This is an optimization exercise on Yosys and OpenROAD, whose aim is small area, a short achievable clock period and few clock cycles per item, not a production implementation. In this exercise RTL edits were held to simulation tests only and were not proved equivalent to the original. No activity file was given, so power comes from the tool's default toggle rates.

**run.sh**
```bash
#!/bin/bash
# synth_recipe.tcl (not shown) runs the flow's synth.tcl, then flattens the netlist and writes it again
# the make line also repeats each setting of config.mk as NAME=value (left out here)
make -C /OpenROAD-flow-scripts/flow DESIGN_CONFIG=/design/flow/config.mk WORK_HOME=/design/flow/orfs CLKGATE_MAP_FILE= SYNTH_SCRIPT=/design/flow/synth_recipe.tcl finish
```
**config.mk**
```make
export PLATFORM = sky130hd
export DESIGN_NAME = transport_receiver_connection_fsm
export DESIGN_NICKNAME = transport_receiver_connection_fsm
export VERILOG_FILES = /design/flow/design.v
export SDC_FILE = /design/flow/constraint.sdc
export NUM_CORES = 4
export LEC_CHECK = 0
export CAP_MARGIN = 20
export CORE_MARGIN = 2
export CORE_UTILIZATION = 40
export SLEW_MARGIN = 20
```
**constraint.sdc**
```tcl
create_clock -name core_clock -period 8.0 [get_ports {clock}]
set_input_delay 1.6000 -clock core_clock [delete_from_list [all_inputs] [get_ports {clock}]]
set_output_delay 1.6000 -clock core_clock [all_outputs]
set_load 0.01 [all_outputs]
```
**design.v**
```verilog
`timescale 1ns / 1ps
package trcf_pkg;
   localparam int FIELD_LEN_W = 13;
   localparam logic [1:0] CMD_SEGMENT = 2'd0;
   localparam logic [1:0] CMD_LISTEN  = 2'd1;
   localparam logic [1:0] CMD_CONSUME = 2'd2;
   localparam logic [1:0] CMD_TICK    = 2'd3;
   localparam logic [2:0] SEG_SYN  = 3'd0;
   localparam logic [2:0] SEG_FIN  = 3'd2;
   localparam logic [2:0] SEG_DATA = 3'd4;
   localparam logic [1:0] REPLY_SYNACK  = 2'd0;
   localparam logic [1:0] REPLY_FINACK  = 2'd1;
   localparam logic [1:0] REPLY_DATAACK = 2'd2;
   localparam logic [1:0] STATUS_OK      = 2'd0;
   localparam logic [1:0] STATUS_REFUSED = 2'd1;
   localparam logic [1:0] STATUS_SHORT   = 2'd2;
   localparam logic [1:0] STATUS_NO_SLOT = 2'd3;
   localparam logic [1:0] CONN_CLOSED = 2'd0;
   localparam logic [1:0] CONN_LISTEN = 2'd1;
   localparam logic [1:0] CONN_OPEN   = 2'd2;
   localparam logic [1:0] CONN_CWAIT  = 2'd3;
   localparam logic [2:0] REG_ENABLE    = 3'd0;
   localparam logic [2:0] REG_PORT0     = 3'd1;
   localparam logic [2:0] REG_CLOSEWAIT = 3'd5;
   localparam logic [15:0] CLOSEWAIT_RESET = 16'd100;
   typedef struct packed {
      logic [FIELD_LEN_W-1:0] read_length;
      logic [FIELD_LEN_W-1:0] seg_length;
      logic [31:0]            seq_num;
      logic [15:0]            to_port;
      logic [15:0]            from_port;
      logic [7:0]             src_node;
      logic [2:0]             seg_type;
      logic [1:0]             slot;
   } req_data_type;
   typedef struct packed {
      logic [FIELD_LEN_W-1:0] buffered_bytes;
      logic [1:0]             slot_state;
      logic [1:0]             status;
      logic [31:0]            reply_ack_num;
      logic [15:0]            reply_from_port;
      logic [15:0]            reply_to_port;
      logic [7:0]             reply_node;
      logic                   reply_valid;
   } rsp_data_type;
   typedef struct packed {
      logic [1:0]             conn_state;
      logic [7:0]             peer_node;
      logic [15:0]            peer_port;
      logic [31:0]            expected_seq;
      logic [FIELD_LEN_W-1:0] used_bytes;
      logic [15:0]            closewait_count;
   } slot_entry_type;
   localparam int SLOT_ENTRY_W = 2 + 8 + 16 + 32 + FIELD_LEN_W + 16;
   typedef struct packed {
      logic [31:0] a;
      logic [31:0] b;
      logic        sub;
   } alu_op_type;
   typedef struct packed {
      logic [31:0] result;
      logic        borrow;
      logic        zero;
   } alu_res_type;
endpackage
`timescale 1ns / 1ps
import trcf_pkg::*;
module transport_receiver_connection_fsm
#(
   parameter int SLOTS     = 4,
   parameter int BUF_BYTES = 4096
) (
   input  logic         clock,
   input  logic         reset,
   input  logic         req_tvalid,
   output logic         req_tready,
   input  logic [103:0] req_tdata,
   input  logic [1:0]   req_tuser,
   output logic         rsp_tvalid,
   input  logic         rsp_tready,
   output logic [95:0]  rsp_tdata,
   output logic [1:0]   rsp_tuser,
   input  logic         csr_valid,
   output logic         csr_ready,
   input  logic [2:0]   csr_index,
   input  logic [15:0]  csr_data
);
   logic [3:0]  enable_ff;
   logic [15:0] port_ff [4];
   logic [15:0] closewait_ff;
   assign csr_ready = !reset;
   logic [15:0] csr_wdata;
   assign csr_wdata = reset ? 16'd0 : csr_data;
   always_ff @(posedge clock) begin
      if (reset || (csr_valid && csr_index == 3'd0)) enable_ff <= csr_wdata[3:0];
      if (reset || (csr_valid && csr_index == 3'd5)) begin
         closewait_ff <= reset ? CLOSEWAIT_RESET : csr_data;
      end
      for (int i = 0; i < 4; i++) begin
         if (reset || (csr_valid && csr_index == 3'(i + 1))) port_ff[i] <= csr_wdata;
      end
   end
   logic        s1v;
   logic [3:0]  s1_sel;         
   logic        s1_seg, s1_lis, s1_con, s1_tick;
   logic        s1_syn, s1_fin, s1_data;
   logic [7:0]  s1_node;
   logic [15:0] s1_from;
   logic [31:0] s1_seq;
   logic [12:0] s1_op;          
   logic        fire;
   assign req_tready = !reset && (!s1v || rsp_tready);
   assign fire       = s1v && rsp_tready;
   logic [15:0] r_to;
   logic [3:0]  match, sel_in;
   logic        in_con;
   assign r_to   = req_tdata[44:29];
   assign in_con = (req_tuser == CMD_CONSUME);
   always_comb begin
      for (int i = 0; i < 4; i++) begin
         match[i] = enable_ff[i] && (port_ff[i] == r_to);
      end
      if (req_tuser == CMD_SEGMENT) begin
         sel_in[0] = match[0];
         sel_in[1] = match[1] && !match[0];
         sel_in[2] = match[2] && !match[1] && !match[0];
         sel_in[3] = match[3] && !match[2] && !match[1] && !match[0];
      end else begin
         for (int i = 0; i < 4; i++) sel_in[i] = (req_tdata[1:0] == 2'(i));
      end
   end
   always_ff @(posedge clock) begin
      if (reset) begin
         s1v <= 1'b0;
      end else if (req_tready) begin
         s1v <= req_tvalid;
      end
   end
   always_ff @(posedge clock) begin
      if (req_tvalid && req_tready) begin
         s1_sel  <= sel_in;
         s1_seg  <= (req_tuser == CMD_SEGMENT);
         s1_lis  <= (req_tuser == CMD_LISTEN);
         s1_con  <= in_con;
         s1_tick <= (req_tuser == CMD_TICK);
         s1_syn  <= (req_tdata[4:2] == SEG_SYN);
         s1_fin  <= (req_tdata[4:2] == SEG_FIN);
         s1_data <= (req_tdata[4:2] == SEG_DATA);
         s1_node <= req_tdata[12:5];
         s1_from <= req_tdata[28:13];
         s1_seq  <= req_tdata[76:45];
         s1_op   <= in_con ? ~req_tdata[102:90] : req_tdata[89:77];
      end
   end
   logic [1:0]  st_ff   [4];
   logic [7:0]  node_ff [4];
   logic [15:0] pport_ff[4];
   logic [31:0] seq_ff  [4];    
   logic [11:0] used_ff [4];
   logic [1:0]  m_st;
   logic [7:0]  m_node;
   logic [15:0] m_pport, m_port;
   logic [31:0] m_seq;
   logic [11:0] m_used;
   logic        m_en;
   always_comb begin
      m_st    = '0;
      m_node  = '0;
      m_pport = '0;
      m_port  = '0;
      m_seq   = '0;
      m_used  = '0;
      m_en    = 1'b0;
      for (int i = 0; i < 4; i++) begin
         m_st    = m_st    | ({2{s1_sel[i]}}  & st_ff[i]);
         m_node  = m_node  | ({8{s1_sel[i]}}  & node_ff[i]);
         m_pport = m_pport | ({16{s1_sel[i]}} & pport_ff[i]);
         m_port  = m_port  | ({16{s1_sel[i]}} & port_ff[i]);
         m_seq   = m_seq   | ({32{s1_sel[i]}} & seq_ff[i]);
         m_used  = m_used  | ({12{s1_sel[i]}} & used_ff[i]);
         m_en    = m_en    | (s1_sel[i] & enable_ff[i]);
      end
   end
   logic        peer_eq, seq_eq, add_ok, cnt_le1, found;
   logic [12:0] add_res;
   logic [31:0] seq_sum;
   assign found   = |s1_sel;
   assign peer_eq = (m_node == s1_node) && (m_pport == s1_from);
   assign seq_eq  = (m_seq == s1_seq);
   assign add_res = {1'b0, m_used} + {1'b0, s1_op[11:0]} + {12'd0, s1_con};
   assign add_ok  = (add_res[12] == s1_con) && (s1_op[12] == s1_con);
   assign seq_sum = s1_seq + {19'd0, s1_op};
   assign cnt_le1 = (m_seq[15:1] == 15'd0);
   logic [1:0]  status, rtype, o_st;
   logic        reply, dack, o_zero_used, new_peer;
   logic        w_peer, w_seq, w_used, w_fin, w_lis;
   always_comb begin
      status      = STATUS_OK;
      rtype       = REPLY_SYNACK;
      reply       = 1'b0;
      dack        = 1'b0;
      o_st        = m_st;
      o_zero_used = 1'b0;
      new_peer    = 1'b0;
      w_peer      = 1'b0;
      w_seq       = 1'b0;
      w_used      = 1'b0;
      w_fin       = 1'b0;
      w_lis       = 1'b0;
      if (s1_seg) begin
         if (!found) begin
            status = STATUS_NO_SLOT;
         end else begin
            status = STATUS_REFUSED;
            case (m_st)
               CONN_LISTEN: begin
                  if (s1_syn) begin
                     w_peer   = 1'b1;
                     w_seq    = 1'b1;
                     new_peer = 1'b1;
                     o_st     = CONN_OPEN;
                     status   = STATUS_OK;
                     reply    = 1'b1;
                  end
               end
               CONN_OPEN: begin
                  if (peer_eq) begin
                     if (s1_syn) begin
                        w_seq  = 1'b1;
                        status = STATUS_OK;
                        reply  = 1'b1;
                     end else if (s1_data) begin
                        status = STATUS_OK;
                        rtype  = REPLY_DATAACK;
                        if (!seq_eq) begin
                           reply = 1'b1;
                           dack  = 1'b1;
                        end else if (add_ok) begin
                           w_seq  = 1'b1;
                           w_used = 1'b1;
                           reply  = 1'b1;
                           dack   = 1'b1;
                        end
                     end else if (s1_fin) begin
                        w_fin  = 1'b1;
                        o_st   = CONN_CWAIT;
                        status = STATUS_OK;
                        reply  = 1'b1;
                        rtype  = REPLY_FINACK;
                     end
                  end
               end
               CONN_CWAIT: begin
                  if (s1_fin) begin
                     status = STATUS_OK;
                     reply  = 1'b1;
                     rtype  = REPLY_FINACK;
                  end
               end
               default: ;
            endcase
         end
      end else if (s1_lis) begin
         if (m_en && m_st == CONN_CLOSED) begin
            w_lis = 1'b1;
            o_st  = CONN_LISTEN;
         end else begin
            status = STATUS_REFUSED;
         end
      end else if (s1_con) begin
         if (!m_en || m_st != CONN_OPEN) begin
            status = STATUS_REFUSED;
         end else if (!add_ok) begin
            status = STATUS_SHORT;
         end else begin
            w_used = 1'b1;
         end
      end else begin
         if (m_st == CONN_CWAIT && cnt_le1) begin
            o_st        = CONN_CLOSED;
            o_zero_used = 1'b1;
         end
      end
      if (!reply) rtype = REPLY_SYNACK;
   end
   logic [7:0]  o_node;
   logic [15:0] o_to, o_from;
   logic [31:0] o_ack;
   logic [11:0] o_used;
   assign o_node = !reply ? 8'd0  : new_peer ? s1_node : m_node;
   assign o_to   = !reply ? 16'd0 : new_peer ? s1_from : m_pport;
   assign o_from = !reply ? 16'd0 : m_port;
   assign o_ack  = !dack ? 32'd0 : seq_eq ? seq_sum : m_seq;
   assign o_used = o_zero_used ? 12'd0 : w_used ? add_res[11:0] : m_used;
   assign rsp_tvalid = s1v;
   assign rsp_tuser  = rtype;
   assign rsp_tdata  = {6'd0, 1'b0, o_used, o_st, status, o_ack, o_from, o_to, o_node, reply};
   logic [31:0] wseq;
   assign wseq = s1_data ? seq_sum : s1_seq;
   logic [3:0]  tick_i, close_i, w_st_i, w_used_i;
   logic [1:0]  st_n [4];
   logic [11:0] used_n [4];
   always_comb begin
      for (int i = 0; i < 4; i++) begin
         tick_i[i]   = fire && s1_tick && st_ff[i] == CONN_CWAIT;
         close_i[i]  = tick_i[i] && (seq_ff[i][15:1] == 15'd0);
         w_st_i[i]   = reset || close_i[i] || (fire && s1_sel[i] && (w_peer || w_fin || w_lis));
         w_used_i[i] = reset || close_i[i] || (fire && s1_sel[i] && w_used);
         st_n[i]     = (reset || close_i[i]) ? CONN_CLOSED : o_st;
         used_n[i]   = (reset || close_i[i]) ? 12'd0 : add_res[11:0];
      end
   end
   always_ff @(posedge clock) begin
      for (int i = 0; i < 4; i++) begin
         if (w_st_i[i]) st_ff[i] <= st_n[i];
         if (w_used_i[i]) used_ff[i] <= used_n[i];
         if (fire && s1_sel[i] && w_peer) begin
            node_ff[i]  <= s1_node;
            pport_ff[i] <= s1_from;
         end
         if (fire && s1_sel[i] && w_seq) seq_ff[i] <= wseq;
         if (fire && s1_sel[i] && w_fin) seq_ff[i][15:0] <= closewait_ff;
         if (tick_i[i] && !close_i[i]) seq_ff[i][15:0] <= seq_ff[i][15:0] - 16'd1;
      end
   end
endmodule
```
==> results of run 1 <==
-- area by class of cell --
| cell class | count | area (um^2) |
|---|---|---|
| antenna | 1 | 2.50 |
| clock buffer | 67 | 1330 |
| clock inverter | 20 | 183 |
| fill | 5367 | 30800 |
| inverter | 35 | 131 |
| multi-input combinational | 1529 | 9930 |
| sequential | 445 | 13400 |
| tap | 773 | 967 |
| timing repair buffer | 261 | 2570 |
-- sequential cells by signal, indices dropped and copies added, names as in the netlist, 8 cells and up --
signal / flops
s1_from: 16
seq_ff: 128
used_ff: 48
st_ff: 8
s1_op: 13
pport_ff: 64
port_ff: 64
closewait_ff: 16
s1_seq: 32
node_ff: 32
s1_node: 8
-- where the power goes --
| group | internal (mW) | leakage, nW | total, mW | switching [mW] |
|---|---|---|---|---|
| clock network | 1.25 | 0.732 | 2.17 | 0.925 |
| logic | 0.355 | 4.82 | 0.849 | 0.493 |
| registers | 2.71 | 4.16 | 2.81 | 0.0965 |
-- logic make-up (layout without fill, tap and decap cells) --
logic type,Yosys count,in the layout,share of synthesized area (%)
buffers and inverters,172,383,3.51
AO/OA/AOI/OAI,513,513,14.4
flip-flops,445,445,55.5
XOR/XNOR,169,169,6.15
AND/OR/NAND/NOR,722,722,15.0
adder cells (fa/ha/maj),36,36,1.97
other,1,8,0.0156
multiplexers,82,82,3.47
-- Yosys cell counts, types with 52 or more instances --
cell      instances  area, um^2
a21oi_1         175         876
clkbuf_1         72         270
o21ai_0          52         260
nor2_1          207         777
a22oi_1         127         953
xor2_1           80         701
nor3_1           79         395
xnor2_1          89         780
nor4_1           54         338
and3_1           65         407
nand2_1         159         597
mux2i_1          71         711
edfxtp_1        444       13300
-- critical path: stages, from the launching register on --
cell	delay [ps]
edfxtp_1	740
a221oi_1	510
fa_1	320
fa_1	240
nor2b_1	80
o31ai_1	350
nand2_1	140
a221o_1	400
a311o_1	460
o2111a_1	190
o41a_2	700
nor4b_1	450
clkdlybuf4s50_1	740
-- metal layers --
layer / global-route usage, % / up-vias / part of all wire [%]
li1: - / 8470 / -
met1: 32.6 / 9112 / 43
met2: 36.4 / 837 / 45
met3: 4.83 / 99 / 9.0
met4: 6.32 / 0 / 2.3
met5: 0 / - / 0
-- metrics by stage --
| step | std cells | total power [mW] |
|---|---|---|
| after CTS | 3130 | 5.86 |
| after global placement | 3042 | 3.68 |
| after global routing | 3130 | 6.05 |
| final | 3131 | 5.83 |
| after detailed placement | 3043 | 3.70 |
| after floorplan | 2146 | 3.35 |
-- placed cells by master (no fill, tap or decap), types with 9 or more instances in the layout --
master,count
a211oi_1,25
a21o_1,9
a21oi_1,175
a221oi_1,18
a22o_1,21
a22oi_1,127
a22oi_2,19
and3_1,65
buf_4,34
clkbuf_1,16
clkbuf_16,50
clkdlybuf4s50_1,222
clkinv_1,9
edfxtp_1,444
ha_1,32
inv_1,34
mux2_2,11
mux2i_1,71
nand2_1,159
nand3_1,39
nand4_1,19
nor2_1,202
nor2b_1,40
nor3_1,79
nor4_1,54
o21ai_0,49
o21ai_1,9
xnor2_1,89
xor2_1,80
-- worst max path at each step --
stage | to | slack [ps] | from | depth (start not counted)
finish | rsp_tuser[0] | 470 | s1_sel[3]$_DFFE_PP_ | 12
global route | rsp_tuser[0] | 250 | s1_sel[3]$_DFFE_PP_ | 12
CTS | rsp_tuser[0] | 450 | s1_sel[3]$_DFFE_PP_ | 12
detailed placement | rsp_tuser[0] | 1120 | s1_sel[3]$_DFFE_PP_ | 12
global placement | rsp_tuser[0] | 1190 | s1_sel[3]$_DFFE_PP_ | 12
floorplan | rsp_tuser[0] | 2270 | s1_sel[2]$_DFFE_PP_ | 17
==> flow_summary.toml, run 1 <==
[final_layout]
drive_above_1_share_pct = 6.66
area_growth_pct = 18.3
nets = 2487
fin_area_um2 = 28500
final_core_utilization_pct = 48.0

[worst_setup_path]
rr_worst_depth = 13
path_class = "flip-flop to output pin"
arrival_ps = 5930
cp-start-kind = "flip-flop"
cp.required_ps = 6400
path_max_fanout = 33
reg2reg_from = "s1_sel[3]$_DFFE_PP_"
endpoint_kind = "output pin"
reg2reg_slack_ps = 2460
r2r-end = "used_ff[0][6]$_SDFFCE_PP0P_"

[worst_hold_path]
min_to = "pport_ff[3][2]$_DFFE_PP_"
hp-class = "flip-flop to flip-flop"
min_path_cells = 0
min_from = "s1_from[2]$_DFFE_PP_"

[sta]
relSlewSlack_pct = 27.8
post-route-min-period_ps = 7530
rsz0062_at_grt = "false"
setup_viol = 0
worst_slew_pin_slew_ps = 1080
fin_tns_setup_ps = 0
worst_slack_ps = 467
max_freq_ghz = 0.133
hold_ws_ps = 583
skew_ps = 18.9
finalHoldViolations = 0
slew_violations = 0
finalCritPeriodShare_pct = 94.2

[global_route]
grtUsageTotal_pct = 23.2
grt_pass1_wl_um = 110000
grt_max_degree = 90
antenna_found_initial = 0
grt.overflow.total = 0
grt_pass1_vias = 17600

[clocking]
htreeDepth = 2
clk_latency_ps = 600
tritoncts = "yes"
cts_setup_buffers = 0
hold_buffers = 0
numCtsBuffers = 49
clock-sinks = 445
cts_resized = 0
cts.clk_slew.worst_paths_ps = 60
root_buffer = "clkbuf_16"
cts_buffer_depth = 3

[routing]
num_vias = 18500
ant_nets = 0
drt_iter0_drc = 2063
drc = 0
wl_per_cell_um = 23.8
viasPerCell = 5.91
first_pass_iters = 5
wirelength_um = 74500

[yosys]
synth_edf_count = 444
yosys_warnings = 9
ys_ff_latch = 445
synth_area_um2 = 24100
avgSynthCellArea_um2 = 11.2
ys_seq_area_share_pct = 55.5
synth_cells = 2140
yosysUniqueCellTypes = 72
async_reset_ff_share_pct = 0
synth_ff_type = "edfxtp_1"

[placement]
place_ws_ps = 1120
place_area_um2 = 27000
io_buffers = 222
hpwl_um = 52800
gp_congestion = 0.914

[status]
status = "complete, no violations"

[die]
core_um2 = 59200
die_area_um2 = 62100
row_count = 89
die_w_um = 249
start_util_pct = 40.6
ios = 231
die_h_um = 249

[power_and_ir_drop]
power_density_nw_per_um2 = 205
leakage_nw = 9.71
vdd_drop_max_v = 0.000153

[job]
max_cap_violations = 0
Testbench counts, summed over its fixed seeds: cycles 4,808, items 4,800.
==> run 2: changes to the inputs <==
--- a/config.mk
+++ b/config.mk
@@ -8,4 +8,5 @@
 export CAP_MARGIN = 20
 export CORE_MARGIN = 2
 export CORE_UTILIZATION = 40
+export SETUP_SLACK_MARGIN = 4
 export SLEW_MARGIN = 20
==> run 2 against run 1 <==
Critical path type unchanged; sequential share of layout area is 4.3 points lower; still clean; maximum frequency increased by 22%; sequential cell count did not move; area after synthesis unchanged.
==> flow_summary.toml, run 2 <==
[worst_setup_path]
endpoint_kind = "output pin"
rr_worst_depth = 28
reg2reg_from = "s1_sel[0]$_DFFE_PP_"
cp.required_ps = 6400
arrival_ps = 4590
startpoint = "s1_sel[0]$_DFFE_PP_"
r2r-end = "used_ff[1][0]$_SDFFCE_PP0P_"
cp_slowest_stage_delay_ps = 470
path_buf_inv = 2
crit_chain = "a22o_1 -> a221oi_4 -> fa_2 -> fa_2 -> nor2b_2 -> o31ai_4 -> nand2_1 -> a221o_1 -> a311o_1 -> o2111a_2 -> o41a_4 -> buf_16 -> nor4b_4 -> buf_4"
crit_path_end = "rsp_tuser[0]"
path_max_fanout = 5
cp-start-kind = "flip-flop"
path_depth = 14
path_class = "flip-flop to output pin"
path_delay_family = "compound AO/OA/AOI/OAI gates"
cp_common_cell = "fa_2"
reg2reg_slack_ps = 2700
cp_slowest_cell = "edfxtp_1"

[yosys]
yosys-top-cells-count = "edfxtp_1, nor2_1, a21oi_1, nand2_1, a22oi_1"
async_reset_ff_share_pct = 0
synth_area_um2 = 24100
synth_largest_area_cell = "edfxtp_1"
ys_ff_latch = 445
synth_edf_count = 444
yosysMostFrequentCell = "edfxtp_1"
yosys_warnings = 9
synthTopCellsByArea = "edfxtp_1, a22oi_1, a21oi_1"
synth_ff_type = "edfxtp_1"
avgSynthCellArea_um2 = 11.2
synth_cells = 2140
ys_seq_area_share_pct = 55.5
synth_top_area_share_pct = 55.4
yosysUniqueCellTypes = 72

[sta]
setup_viol = 0
finalHoldViolations = 0
skew_ps = 14.2
rsz0062_at_grt = "true"
post-route-min-period_ps = 6190
fin_tns_setup_ps = 0
slew_violations = 0
finalCritPeriodShare_pct = 77.4
worst_slack_ps = 1810
hold_ws_ps = 581
max_freq_ghz = 0.161
relSlewSlack_pct = 28.7
worst_slew_pin_slew_ps = 1070

[clocking]
cts_buffer_depth = 3
htreeDepth = 2
numCtsBuffers = 51
cts.clk_slew.worst_paths_ps = 60
clk_latency_ps = 610
clock-sinks = 445
hold_buffers = 0
root_buffer = "clkbuf_16"
tritoncts = "yes"

[global_route]
antenna_found_initial = 1
grt_pass1_wl_um = 120000
grtUsageTotal_pct = 25.4
grt.overflow.total = 0
grt_pass1_vias = 18900
grt_max_degree = 50

[placement]
place_ws_ps = 1270
place_area_um2 = 28000
io_buffers = 222
hpwl_um = 54500
gp_congestion = 0.914

[final_layout]
final_core_utilization_pct = 52.9
final_common_cell = "edfxtp_1"
largest-register = "seq_ff"
drive_above_1_share_pct = 21.5
nets = 2594
largest_reg_flops = 128
area_growth_pct = 30.4
final_cell_mix = "edfxtp_1, nor2_1, a21oi_1, nand2_1, clkdlybuf4s50_1"
fillers = 5154
reg.largest.list = "seq_ff x128, port_ff x64, pport_ff x64"
insertedDiodeCount = 0
fin_area_um2 = 31400

[power_and_ir_drop]
vdd_drop_max_v = 0.000147
p_int_mw = 4.43
switchingPower_mw = 1.69
power_density_nw_per_um2 = 195
p_sw_share_pct = 27.6
p_clk_share_pct = 36.4
power_frac_comb_pct = 17.6
seq_power_share_pct = 46.0
leakage_nw = 10.9

[status]
status = "complete, no violations"

[routing]
drc = 0
ant_nets = 0
wl_per_cell_um = 25.5
num_vias = 19400
drt_iter0_drc = 1903
viasPerCell = 6.00
first_pass_iters = 6
wirelength_um = 82400

[die]
core_um2 = 59200
die_area_um2 = 62100
die_w_um = 249
ios = 231
start_util_pct = 40.6
die_h_um = 249
row_count = 89

[worst_hold_path]
min_path_cells = 0
hp-class = "flip-flop to flip-flop"

[job]
max_cap_violations = 0
-- run 2: cell counts after synthesis --
No cell type changed its count.
-- run 2: per-layer routing --
metal / wire (um) / global-route usage, %
met1: 34500 / 34.4
met4: 2790 / 8.61
met2: 38300 / 40.8
met3: 6880 / 4.83
met5: 13 / 0
-- run 2: what timing repair did --
item	CTS	global route
hold endpoints to repair	0	0
setup endpoints to repair	357	323
setup buffers	68	17
gates cloned	14	8
pin swaps	42	34
resized for setup	484	85
-- run 2: layout make-up --
class,count,area [um^2],area share (%)
clock buffers,63,1320,4.21
inverters,35,135,0.431
multi-input cells,1537,11600,37.0
clock inverters,24,229,0.730
well taps,773,967,3.08
repair buffers,358,3740,11.9
flip-flops and latches,445,13400,42.6
-- run 2: kinds of logic after synthesis --
kind of cell               synth area share [%]
other                                    0.0156
buffers and inverters                      3.51
DFF                                        55.5
adders and majority gates                  1.97
muxes                                      3.47
AOI/OAI and AO/OA                          14.4
xor gates and xnor gates                   6.15
and+or+nand+nor                            15.0
-- run 2: power groups by stage --
stage | Sequential, mW | Combinational [mW] | Clock, mW
final | 2.81 | 1.08 | 2.23
after global routing | 2.82 | 1.16 | 2.34
after CTS | 2.81 | 1.03 | 2.25
after detailed placement | 2.86 | 0.935 | 0
after global placement | 2.85 | 0.921 | 0
after floorplan | 2.81 | 0.635 | 0
-- run 2: metrics by stage --
stage	cells	power, mW
2_1_floorplan	2146	3.44
3_3_place_gp	3039	3.77
3_5_place_dp	3041	3.79
4_1_cts	3210	6.09
5_1_grt	3235	6.32
6_report	3235	6.12
-- run 2: how the worst min path moves through the flow --
stage                               start                         to  slack, ps
floorplan            s1_node[0]$_DFFE_PP_    node_ff[0][0]$_DFFE_PP_        520
global placement     s1_from[9]$_DFFE_PP_   pport_ff[3][9]$_DFFE_PP_        550
detailed placement  s1_from[15]$_DFFE_PP_  pport_ff[2][15]$_DFFE_PP_        570
CTS                 s1_from[15]$_DFFE_PP_  pport_ff[2][15]$_DFFE_PP_        580
global route        s1_from[10]$_DFFE_PP_  pport_ff[1][10]$_DFFE_PP_        620
finish              s1_from[15]$_DFFE_PP_  pport_ff[0][15]$_DFFE_PP_        580

## re-timing with driven ports
No port has a modelled driver above. Below, the same layouts with a new extraction and two added sets of constraints. Step 1, drivers: a clkbuf_16 drives clock and a buf_2 each remaining input, both assumed. Step 2 times the ports against the registers' clock, not the clock port: input delays grow and output delays shrink by t, the midpoint of the rising clock arrivals with the driver on. a / b / c = no drivers / after step 1 / after step 2; a / b = the first two.
| run | t, ns | slack for setup (ns) | worst hold slack (ns) |
|---|---|---|---|
| run 1 | 0.649 | 0.467 / 0.407 / 1.056 | 0.583 / 0.583 / 0.583 |
| run 2 | 0.665 | 1.807 / 1.743 / 2.408 | 0.581 / 0.581 / 0.581 |
After both steps setup and hold are still met in every run listed.
